From an optimization exercise on the open Yosys and OpenROAD flow, aimed at small area, a short achievable clock period and few clock cycles per item; shortcuts taken in it are not production practice. Only simulation tests tie the RTL to the original design; equivalence was not proved.

// fs_group_descriptor_checksum_core
module fs_group_descriptor_checksum_core #(
	parameter logic [6:0] MAX_DESC_BYTES = 7'd64
) (
	input  logic                               clk,
	input  logic                               arst_n,
	input  logic                               cfg_valid,
	output logic                               cfg_ready,
	input  logic [fgdc_pkg::REG_INDEX_W-1:0]   cfg_index,
	input  logic [63:0]                        cfg_data,
	input  logic                               in_valid,
	output logic                               in_ready,
	input  logic [31:0]                        group_number,
	input  logic [7:0]                         data_byte,
	input  logic                               first_byte,
	input  logic                               last_byte,
	output logic                               out_valid,
	input  logic                               out_ready,
	output logic [15:0]                        checksum,
	output logic                               checksum_valid
);
	logic        meta_q;       
	logic        leg_q;        
	logic [31:0] seed_q;
	logic        sok_q;        
	logic [15:0] vla_q;        
	logic [15:0] vhb_q;        
	logic        uok_q;        
	logic        span64_q;     
	logic [4:0]  span_lo_q;    
	logic        wide_q;
	logic [31:0] crc_q;
	logic [7:0]  ib_q;         
	logic        hv_q;         
	logic        hl_q;         
	logic        hs_q;         
	logic [6:0]  pos_q;        
	logic        op_pre_q;     
	logic [1:0]  pcnt_q;       
	logic        op_clr_q;     
	logic        op_dat_q;     
	logic        op_cz_q;      
	logic        ej_q;         
	logic        vlow_q;       
	logic        in_rdy_q;
	logic        cfg_rdy_q;
	logic        ov_q;
	logic        cv_q;
	logic        in_acc, first_acc, cfg_acc, det, det_vid, busy, proc_h, produce, fold_h;
	logic        e_meta, e_leg, e_hold;
	logic [31:0] x, y, r_step, kstart;
	logic [15:0] ucrc;
	logic [7:0]  cfg_byte;
	logic [6:0]  npos;
	logic        n_field, n_step;
  ...
Size in the first run: about 140 flip-flops, ~130 I/O pins, ~7900 um^2 of cells after synthesis.
==> module fs_group_descriptor_checksum_core, before the edit <==
module fs_group_descriptor_checksum_core #(
	parameter logic [6:0] MAX_DESC_BYTES = 7'd64
) (
	input  logic                               clk,
	input  logic                               arst_n,
	input  logic                               cfg_valid,
	output logic                               cfg_ready,
	input  logic [fgdc_pkg::REG_INDEX_W-1:0]   cfg_index,
	input  logic [63:0]                        cfg_data,
	input  logic                               in_valid,
	output logic                               in_ready,
	input  logic [31:0]                        group_number,
	input  logic [7:0]                         data_byte,
	input  logic                               first_byte,
	input  logic                               last_byte,
	output logic                               out_valid,
	input  logic                               out_ready,
	output logic [15:0]                        checksum,
	output logic                               checksum_valid
);
	logic        meta_q;       
	logic        leg_q;        
	logic [31:0] seed_q;
	logic        sok_q;        
	logic [15:0] vla_q;        
	logic [15:0] vhb_q;        
	logic        uok_q;        
	logic        span64_q;     
	logic [4:0]  span_lo_q;    
	logic        wide_q;
	logic [31:0] crc_q;
	logic [7:0]  ib_q;         
	logic        hv_q;         
	logic        hl_q;         
	logic        hs_q;         
	logic [6:0]  pos_q;        
	logic        op_pre_q;     
	logic [1:0]  pcnt_q;       
	logic        op_clr_q;     
	logic        op_dat_q;     
	logic        op_cz_q;      
	logic        ej_q;         
	logic        vlow_q;       
	logic        in_rdy_q;
	logic        cfg_rdy_q;
	logic        ov_q;
	logic        cv_q;
	logic        in_acc, first_acc, cfg_acc, det, det_vid, busy, proc_h, produce, fold_h;
	logic        e_meta, e_leg, e_hold;
	logic [31:0] x, y, r_step, kstart;
	logic [15:0] ucrc;
	logic [7:0]  cfg_byte;
	logic [6:0]  npos;
	logic        n_field, n_step;
	logic        op_pre_n, op_clr_n, op_dat_n, op_cz_n, cop_q, cop_n, hv_n, hl_n, ov_n;
	assign in_acc    = in_valid && in_rdy_q;
	assign first_acc = in_acc && first_byte;
	assign cfg_acc   = cfg_valid && cfg_rdy_q;
	assign cop_q     = op_clr_q || op_dat_q || op_cz_q;
	assign busy      = op_pre_q || cop_q;
	assign det       = cfg_valid && !cfg_rdy_q && !cop_q;
	assign det_vid   = det && (cfg_index == fgdc_pkg::REG_VID_LOW ||
		cfg_index == fgdc_pkg::REG_VID_HIGH);
	assign proc_h    = hv_q && !busy;
	assign produce   = proc_h && hl_q;
	assign fold_h    = proc_h && hs_q;
	assign npos    = pos_q[6] ? pos_q : pos_q + 7'd1;
	assign n_field = (npos[6:1] == 6'b001111);
	assign n_step  = !npos[6] && (!npos[5] || span64_q || (npos[4:0] < span_lo_q)) &&
		!(leg_q && (n_field || (npos[5] && !wide_q)));
	assign cfg_byte = cfg_data[{pos_q[2:0], 3'b000} +: 8];
	assign e_meta = meta_q && (op_pre_q || fold_h);
	assign e_leg  = (leg_q && (op_pre_q || fold_h)) || op_dat_q || op_cz_q;
	assign e_hold = !(busy || fold_h);
	assign x = crc_q ^ {24'h0, ej_q ? ib_q : 8'h00};
	assign y = (e_meta ? fgdc_pkg::step8(x, fgdc_pkg::POLY32) : 32'h0) |
		(e_leg ? fgdc_pkg::step8(x, fgdc_pkg::POLY16) : 32'h0);
	assign r_step = y | (e_hold ? crc_q : 32'h0);
	assign ucrc   = fgdc_pkg::UUID_CRC_RESET ^ (uok_q ? (vla_q ^ vhb_q) : 16'h0);
	assign kstart = ((meta_q && sok_q) ? seed_q : 32'h0) | (meta_q ? 32'h0 : {16'h0, ucrc});
	assign op_pre_n = first_acc || (op_pre_q && pcnt_q != 2'd0);
	assign op_clr_n = det_vid;
	assign op_dat_n = cop_q && pos_q <= 7'd7;
	assign op_cz_n  = cop_q && vlow_q && pos_q >= 7'd8 && pos_q <= 7'd15;
	assign cop_n    = op_clr_n || op_dat_n || op_cz_n;
	assign hv_n = in_acc || (hv_q && !proc_h);
	assign hl_n = in_acc ? last_byte : hl_q;
	assign ov_n = produce || (ov_q && !out_ready);
	always_ff @(posedge clk or negedge arst_n) begin
		if (!arst_n) begin
			meta_q    <= 1'b0;
			leg_q     <= 1'b0;
			sok_q     <= 1'b0;
			uok_q     <= 1'b0;
			span64_q  <= 1'b0;
			span_lo_q <= '0;
			wide_q    <= 1'b0;
		end else begin
			if (cfg_acc) begin
				case (cfg_index)
					fgdc_pkg::REG_MODE: begin
						meta_q <= (cfg_data[1:0] == fgdc_pkg::MODE_META);
						leg_q  <= (cfg_data[1:0] == fgdc_pkg::MODE_LEGACY);
					end
					fgdc_pkg::REG_SEED: sok_q <= 1'b1;
					fgdc_pkg::REG_DESC_SIZE: begin
						span64_q  <= cfg_data[6];
						span_lo_q <= (cfg_data[6] || !cfg_data[5]) ? 5'd0 : cfg_data[4:0];
					end
					fgdc_pkg::REG_WIDE: wide_q <= cfg_data[0];
					default: ;
				endcase
			end
			if (op_clr_q) begin
				uok_q <= 1'b1;
			end
		end
	end
	always_ff @(posedge clk) begin
		if (cfg_acc && cfg_index == fgdc_pkg::REG_SEED) begin
			seed_q <= cfg_data[31:0];
		end
		if ((op_dat_q && pos_q == 7'd8 && !vlow_q) || (op_clr_q && !uok_q && vlow_q)) begin
			vhb_q <= y[15:0];
		end
		if ((op_cz_q && pos_q == 7'd16) || (op_clr_q && !uok_q && !vlow_q)) begin
			vla_q <= y[15:0];
		end
	end
	always_ff @(posedge clk or negedge arst_n) begin
		if (!arst_n) begin
			hv_q      <= 1'b0;
			op_pre_q  <= 1'b0;
			op_clr_q  <= 1'b0;
			op_dat_q  <= 1'b0;
			op_cz_q   <= 1'b0;
			ov_q      <= 1'b0;
		end else begin
			hv_q      <= hv_n;
			op_pre_q  <= op_pre_n;
			op_clr_q  <= op_clr_n;
			op_dat_q  <= op_dat_n;
			op_cz_q   <= op_cz_n;
			ov_q      <= ov_n;
		end
	end
	always_ff @(posedge clk) begin
		in_rdy_q  <= !(op_pre_n || cop_n) && !(hv_n && hl_n) && !ov_n;
		cfg_rdy_q <= (det && !det_vid) || (op_dat_q && pos_q == 7'd7);
		cv_q      <= meta_q || leg_q;
	end
	always_ff @(posedge clk) begin
		crc_q <= first_acc ? (kstart ^ group_number) : r_step;
		ej_q  <= !(op_pre_n || op_cz_n);
		if (first_acc) begin
			pcnt_q <= 2'd3;
		end else if (op_pre_q) begin
			pcnt_q <= pcnt_q - 2'd1;
		end
		if (in_acc) begin
			ib_q  <= (!first_byte && n_field) ? 8'h00 : data_byte;
			hl_q  <= last_byte;
			hs_q  <= first_byte || n_step;
			pos_q <= first_byte ? 7'd0 : npos;
		end else begin
			if (cop_q && pos_q <= 7'd7) begin
				ib_q <= cfg_byte;
			end
			if (det_vid) begin
				pos_q <= 7'd0;
			end else if (cop_q) begin
				pos_q <= npos;
			end
		end
		if (det_vid) begin
			vlow_q <= (cfg_index == fgdc_pkg::REG_VID_LOW);
		end
	end
	assign in_ready       = in_rdy_q;
	assign cfg_ready      = cfg_rdy_q;
	assign out_valid      = ov_q;
	assign checksum       = crc_q[15:0];
	assign checksum_valid = cv_q;
endmodule
==> flow/config.mk <==
export PLATFORM = sky130hd
export DESIGN_NAME = fs_group_descriptor_checksum_core
export DESIGN_NICKNAME = fs_group_descriptor_checksum_core
export VERILOG_FILES = /design/flow/design.v
export SDC_FILE = /design/flow/constraint.sdc
export NUM_CORES = 4
export LEC_CHECK = 0
export CAP_MARGIN = 20
export CORE_MARGIN = 2
export CORE_UTILIZATION = 60
export CTS_BUF_LIST = sky130_fd_sc_hd__clkbuf_8
export CTS_CLUSTER_SIZE = 20
export SLEW_MARGIN = 20
==> flow/constraint.sdc <==
create_clock -name core_clock -period 10.0 [get_ports {clk}]
set_input_delay 2.0000 -clock core_clock [delete_from_list [all_inputs] [get_ports {clk}]]
set_output_delay 2.0000 -clock core_clock [all_outputs]
set_load 0.01 [all_outputs]
standard.sh (not shown) runs the stock make flow with config.mk's settings and CLKGATE_MAP_FILE= SYNTH_SCRIPT=/design/flow/synth_recipe.tcl, a recipe that flattens the netlist after the stock synthesis.
==> flow/flow/run.sh <==
#!/bin/bash
# Standard layout, with plain buffers on the ports and timing repair aiming for a larger
# setup slack than the clock needs.
set -euo pipefail
bash standard.sh "BUFFER_PORTS_ARGS=-buffer_cell sky130_fd_sc_hd__buf_1" SETUP_SLACK_MARGIN=7 finish > standard_flow.log 2>&1
The first run completed without violations.
Testbench counts at the start, summed over its fixed seeds: cycles 43,384, items 37,992.
Change:
--- a/flow/design.v
+++ b/flow/design.v
@@ -84,12 +84,13 @@
 	logic        op_cz_q;      
 	logic        ej_q;         
 	logic        vlow_q;       
 	logic        in_rdy_q;
 	logic        cfg_rdy_q;
 	logic        ov_q;
+	logic [15:0] cs_q;
 	logic        cv_q;
 	logic        in_acc, first_acc, cfg_acc, det, det_vid, busy, proc_h, produce, fold_h;
 	logic        e_meta, e_leg, e_hold;
 	logic [31:0] x, y, r_step, kstart;
 	logic [15:0] ucrc;
 	logic [7:0]  cfg_byte;
@@ -101,13 +102,13 @@
 	assign cfg_acc   = cfg_valid && cfg_rdy_q;
 	assign cop_q     = op_clr_q || op_dat_q || op_cz_q;
 	assign busy      = op_pre_q || cop_q;
 	assign det       = cfg_valid && !cfg_rdy_q && !cop_q;
 	assign det_vid   = det && (cfg_index == fgdc_pkg::REG_VID_LOW ||
 		cfg_index == fgdc_pkg::REG_VID_HIGH);
-	assign proc_h    = hv_q && !busy;
+	assign proc_h    = hv_q && !busy && !(hl_q && ov_q);
 	assign produce   = proc_h && hl_q;
 	assign fold_h    = proc_h && hs_q;
 	assign npos    = pos_q[6] ? pos_q : pos_q + 7'd1;
 	assign n_field = (npos[6:1] == 6'b001111);
 	assign n_step  = !npos[6] && (!npos[5] || span64_q || (npos[4:0] < span_lo_q)) &&
 		!(leg_q && (n_field || (npos[5] && !wide_q)));
@@ -185,13 +186,13 @@
 			op_dat_q  <= op_dat_n;
 			op_cz_q   <= op_cz_n;
 			ov_q      <= ov_n;
 		end
 	end
 	always_ff @(posedge clk) begin
-		in_rdy_q  <= !(op_pre_n || cop_n) && !(hv_n && hl_n) && !ov_n;
+		in_rdy_q  <= !(op_pre_n || cop_n) && !(hv_n && hl_n && ov_n);
 		cfg_rdy_q <= (det && !det_vid) || (op_dat_q && pos_q == 7'd7);
 		cv_q      <= meta_q || leg_q;
 	end
 	always_ff @(posedge clk) begin
 		crc_q <= first_acc ? (kstart ^ group_number) : r_step;
 		ej_q  <= !(op_pre_n || op_cz_n);
@@ -215,13 +216,16 @@
 				pos_q <= npos;
 			end
 		end
 		if (det_vid) begin
 			vlow_q <= (cfg_index == fgdc_pkg::REG_VID_LOW);
 		end
+		if (produce) begin
+			cs_q <= r_step[15:0];
+		end
 	end
 	assign in_ready       = in_rdy_q;
 	assign cfg_ready      = cfg_rdy_q;
 	assign out_valid      = ov_q;
-	assign checksum       = crc_q[15:0];
+	assign checksum       = cs_q;
 	assign checksum_valid = cv_q;
 endmodule
- sequential share of layout area rises by 1.3 points
- via count rises by 5.9%
- setup slack gets worse by 0.065 ns
- core utilization falls by 0.38 points
- final area rises by 8.5%
- clock skew falls by 0.0082 ns
- die area rises by 8.2%
Testbench counts after the change, summed over its fixed seeds: cycles 41,912, items 37,992.

[afterwards: timing with drivers on the ports]
In the flow no input, the clock included, has a driving cell. The finished layouts below were timed again as built, in two steps. Step 1, drivers: a clkbuf_16 drives clk and a buf_2 each remaining input, both assumed. Step 2 adds t to the input delays and takes it off the output delays; t is the mean of the earliest and latest rising clock arrival at the registers after step 1. Input paths then give back, and output paths get back, about the clock's delay inside the block. Slacks: ideal ports / drivers / drivers and shift; pairs: ideal ports / drivers.
run	shift t [ns]	setup slack, ns	hold slack, ns	clock arrival spread, ns	slew at the worst register clock pin (ns)
the first run	0.481	7.019 / 6.986 / 6.574	0.465 / 0.465 / 0.465	0.019 / 0.019	0.09 / 0.09
the second run	0.482	6.954 / 6.920 / 6.594	0.482 / 0.482 / 0.482	0.016 / 0.015	0.09 / 0.09
After both steps setup and hold are still met in every run listed. For the first run, which loses most, drivers alone change the setup slack by -0.033 ns; drivers and shift together by -0.445 ns.
